Context: an optimization exercise on an open-source flow, tuned for small area. The choices shown serve that exercise and are no tape-out recipe. Function was checked by simulation only, so behaviour that the tests miss may differ from the original. Power and IR drop assume default switching activity.

== v32 ==
Design debug_uart_top, start of the top module:
module debug_uart_top #(
	parameter int clks_per_bit = 8
) (
	input wire clk,
	input wire rst,
	input wire uart_rx,
	output wire uart_tx,
	input wire [dbg_cmd_pkg::addr_width-1:0] cpu_addr,
	input wire [7:0] cpu_wdata,
	input wire cpu_we,
	input wire cpu_re,
	output wire [7:0] cpu_rdata,
	output wire cpu_halt,
	output wire cpu_rst,
	input wire cpu_is_halted,
	output wire bus_grant
);
	localparam int cnt_w = $clog2(clks_per_bit);
	localparam logic [cnt_w-1:0] bit_last = cnt_w'(clks_per_bit - 1);
	localparam logic [cnt_w-1:0] half_last = cnt_w'(clks_per_bit / 2 - 1);
	localparam logic [1:0] rx_idle  = 2'd0;
	localparam logic [1:0] rx_start = 2'd1;
	localparam logic [1:0] rx_data_st = 2'd2;
	logic [1:0] rx_sync;
	logic rx_s;
	logic [1:0] rx_state;
	logic [cnt_w-1:0] rx_cnt;
	logic [2:0] rx_idx;
	logic [7:0] rx_data;
	logic rx_valid;
	assign rx_s = rx_sync[1];
	wire rx_bit_end = (rx_cnt == bit_last);
	wire rx_half = (rx_cnt == half_last);
	always_ff @(posedge clk or negedge rst) begin
		if (!rst) begin
			rx_sync <= 2'b11;
			rx_state <= rx_idle;
			rx_valid <= 1'b0;
		end else begin
			rx_sync <= {rx_sync[0], uart_rx};
			rx_valid <= 1'b0;
			case (rx_state)
				rx_idle: if (!rx_s) rx_state <= rx_start;
				rx_start: if (rx_half) rx_state <= rx_s ? rx_idle : rx_data_st;
				rx_data_st: begin
					if (rx_bit_end && rx_idx == 3'd7) begin
						rx_state <= 2'd3;
						rx_valid <= 1'b1;
					end
				end
				default: if (rx_bit_end && rx_s) rx_state <= rx_idle;
			endcase
		end
	end
	always_ff @(posedge clk) begin
		case (rx_state)
			rx_idle: rx_cnt <= '0;
			rx_start: begin
				rx_cnt <= rx_half ? '0 : rx_cnt + 1'b1;
				rx_idx <= '0;
			end
			rx_data_st: begin
				rx_cnt <= rx_cnt + 1'b1;
				if (rx_bit_end)
					rx_idx <= rx_idx + 1'b1;
			end
			default: if (!rx_bit_end) rx_cnt <= rx_cnt + 1'b1;
  ...
Size in the first run: roughly 6200 cells after synthesis, ~2100 flip-flops, ~42 I/O pins, about 74000 µm² of cells after synthesis.
==> module ram_bit, before the edit <==
module ram_bit (
	input wire clk,
	input wire wl,
	input wire wln,
	input wire d,
	output logic q
);
	always_ff @(posedge clk)
		q <= (wln | d) & (wl | q);
endmodule
==> module ram_nand4, before the edit <==
module ram_nand4 (
	input wire a,
	input wire b,
	input wire c,
	input wire d,
	output wire y
);
	assign y = ~(a & b & c & d);
endmodule
==> module ram_nor4, before the edit <==
module ram_nor4 (
	input wire a,
	input wire b,
	input wire c,
	input wire d,
	output wire y
);
	assign y = ~(a | b | c | d);
endmodule
==> module ram_word, before the edit <==
module ram_word (
	input wire clk,
	input wire rown,
	input wire rwn,
	input wire rw,
	input wire col,
	input wire coln,
	input wire [7:0] wdata,
	output wire sel,
	output wire [7:0] q
);
	wire wl;
	wire wln;
	assign sel = ~(rown | coln);
	assign wl = ~(rwn | coln);
	assign wln = ~(rw & col);
	genvar b;
	generate
		for (b = 0; b < 8; b = b + 1) begin : g_bit
			ram_bit u_bit (
				.clk(clk),
				.wl(wl),
				.wln(wln),
				.d(wdata[b]),
				.q(q[b])
			);
		end
	endgenerate
endmodule
==> module target_ram, before the edit <==
module target_ram (
	input wire clk,
	input wire we,
	input wire re,
	input wire [7:0] addr,
	input wire [7:0] wdata,
	output logic [7:0] rdata
);
	logic [15:0] row;
	logic [15:0] col;
	wire [255:0] sel;
	wire [7:0] q [0:255];
	assign row = 16'b1 << addr[7:4];
	assign col = 16'b1 << addr[3:0];
	genvar gi, gb, gk;
	generate
		for (gi = 0; gi < 256; gi = gi + 1) begin : g_word
			ram_word u_word (
				.clk(clk),
				.rown(~row[gi / 16]),
				.rwn(~(row[gi / 16] & we)),
				.rw(row[gi / 16] & we),
				.col(col[gi % 16]),
				.coln(~col[gi % 16]),
				.wdata(wdata),
				.sel(sel[gi]),
				.q(q[gi])
			);
		end
		for (gb = 0; gb < 8; gb = gb + 1) begin : g_rd
			wire [85:0] y;
			wire [0:0] t2;
			for (gk = 0; gk < 85; gk = gk + 1) begin : g_aoi
				ram_aoi222 u_aoi (
					.a1(sel[3 * gk]), .a2(q[3 * gk][gb]),
					.b1(sel[3 * gk + 1]), .b2(q[3 * gk + 1][gb]),
					.c1(sel[3 * gk + 2]), .c2(q[3 * gk + 2][gb]),
					.y(y[gk])
				);
			end
			assign y[85] = ~(sel[255] & q[255][gb]);
			assign t2[0] = &y;
			always_ff @(posedge clk) begin
				if (re)
					rdata[gb] <= ~t2[0];
			end
		end
	endgenerate
endmodule
Settings: LEC_CHECK=0, CAP_MARGIN=20, CORE_MARGIN=2, CORE_UTILIZATION=60, CTS_BUF_LIST=sky130_fd_sc_hd__clkbuf_16, CTS_CLUSTER_DIAMETER=150, CTS_CLUSTER_SIZE=25, SLEW_MARGIN=20, SYNTH_HIERARCHICAL=1; clock period 10.0 ns.
run.sh (not shown) runs the stock make flow with config.mk's settings and CLKGATE_MAP_FILE= SYNTH_SCRIPT=/design/flow/synth_recipe.tcl, a recipe that flattens the netlist after the stock synthesis.
Here is what was changed in the inputs of v28 compared with v32.
-- flow/design.v --
<<< v32, line 24
	input wire clk,
	input wire wl,
	input wire wln,
	input wire d,
	output logic q
);
	always_ff @(posedge clk)
		q <= (wln | d) & (wl | q);
endmodule
module ram_aoi222 (
>>> v28, line 24
	input wire clk,
	input wire wl,
	input wire wa,
	input wire xd,
	output logic q
);
	always_ff @(posedge clk)
		q <= (wa | xd) & (wl | q);
endmodule
module ram_aoi222 (
<<< v32, line 42
	assign y = ~((a1 & a2) | (b1 & b2) | (c1 & c2));
endmodule
module ram_nand4 (
	input wire a,
	input wire b,
	input wire c,
	input wire d,
	output wire y
);
	assign y = ~(a & b & c & d);
endmodule
module ram_nor4 (
	input wire a,
	input wire b,
	input wire c,
	input wire d,
	output wire y
);
	assign y = ~(a | b | c | d);
endmodule
module ram_word (
>>> v28, line 42
	assign y = ~((a1 & a2) | (b1 & b2) | (c1 & c2));
endmodule
module ram_nand2 (
	input wire a,
	input wire b,
	output wire y
);
	assign y = ~(a & b);
endmodule
module ram_word (
<<< v32, line 64
	input wire rown,
	input wire rwn,
	input wire rw,
	input wire col,
	input wire coln,
	input wire [7:0] wdata,
	output wire sel,
	output wire [7:0] q
);
	wire wl;
	wire wln;
	assign sel = ~(rown | coln);
	assign wl = ~(rwn | coln);
	assign wln = ~(rw & col);
	genvar b;
	generate
>>> v28, line 53
	input wire rown,
	input wire rwn,
	input wire coln,
	input wire [7:0] xd,
	output wire sel,
	output wire [7:0] q
);
	wire wl;
	assign sel = ~(rown | coln);
	assign wl = ~(rwn | coln);
	genvar b;
	generate
<<< v32, line 82
				.clk(clk),
				.wl(wl),
				.wln(wln),
				.d(wdata[b]),
				.q(q[b])
			);
>>> v28, line 67
				.clk(clk),
				.wl(wl),
				.wa(coln),
				.xd(xd[b]),
				.q(q[b])
			);
<<< v32, line 100
	logic [15:0] col;
	wire [255:0] sel;
	wire [7:0] q [0:255];
	assign row = 16'b1 << addr[7:4];
	assign col = 16'b1 << addr[3:0];
	genvar gi, gb, gk;
	generate
		for (gi = 0; gi < 256; gi = gi + 1) begin : g_word
			ram_word u_word (
>>> v28, line 85
	logic [15:0] col;
	wire [255:0] sel;
	wire [7:0] xd [0:15];
	wire [7:0] q [0:255];
	assign row = 16'b1 << addr[7:4];
	assign col = 16'b1 << addr[3:0];
	wire [15:0] rw;
	wire [7:0] wdn;
	assign rw = row & {16{we}};
	assign wdn = ~wdata;
	genvar gi, gb, gk;
	generate
		for (gi = 0; gi < 128; gi = gi + 1) begin : g_xd
			ram_nand2 u_xd (.a(rw[gi / 8]), .b(wdn[gi % 8]), .y(xd[gi / 8][gi % 8]));
		end
		for (gi = 0; gi < 256; gi = gi + 1) begin : g_word
			ram_word u_word (
<<< v32, line 110
				.rown(~row[gi / 16]),
				.rwn(~(row[gi / 16] & we)),
				.rw(row[gi / 16] & we),
				.col(col[gi % 16]),
				.coln(~col[gi % 16]),
				.wdata(wdata),
				.sel(sel[gi]),
				.q(q[gi])
>>> v28, line 103
				.rown(~row[gi / 16]),
				.rwn(~(row[gi / 16] & we)),
				.coln(~col[gi % 16]),
				.xd(xd[gi / 16]),
				.sel(sel[gi]),
				.q(q[gi])
==> comparison <==
Diff v28..v32 | post-synthesis share of cell area spent on full adders, half adders and majority gates | negligible
| final standard cell area without fillers | higher: v32 |
v28 ended with less count of mapped cells out of synthesis than v32.
v28 vs. v32: combinational share of power has decreased, wire length down 3.1%, number of gates given a new drive strength after cts has remained practically unchanged.
Cell count was lower in the run labelled v28.
Summed instance area of the synthesized netlist | v28 below v32
Re number of logic stages on the critical path including buffering: no difference whatsoever between v28 and v32.
In v28 the maximum clock skew at final layout turned out 0.0053 ns higher than in v32.
Higher worst max-slew margin expressed relative to the limit goes to v28 over v32.
v32 fits on a die that is larger than the die of v28.
Total power for v28 is lower than for v32.
For final hold slack, v28 and v32 come out practically identical.

-- static timing again, ports no longer ideal --
Ports are ideal in the flow. The routed layouts listed here were re-timed in OpenROAD.
Step 1 assumes that a clkbuf_16 drives the clock port and a buf_2 every other input.
Step 2 times the ports against the registers' clock, not the clock port: input delays grow and output delays shrink by t, the midpoint of the rising clock arrivals with the driver on.
Slacks: ideal / step 1 / step 2; pairs: ideal / step 1.
run	shift t [ns]	setup WS [ns]	hold slack, ns	worst setup path at the end	worst slew at a driven data input, ns
v32	0.807	2.756 / 2.811 / 2.004	0.363 / 0.363 / 0.363	input to register	0.04
v28	0.804	2.522 / 2.571 / 1.767	0.365 / 0.365 / 0.365	input to register	0.05
After both steps setup and hold are still met in every run listed. The setup slack of v28, which loses most, moves by +0.049 ns with the drivers and by -0.755 ns with both steps.
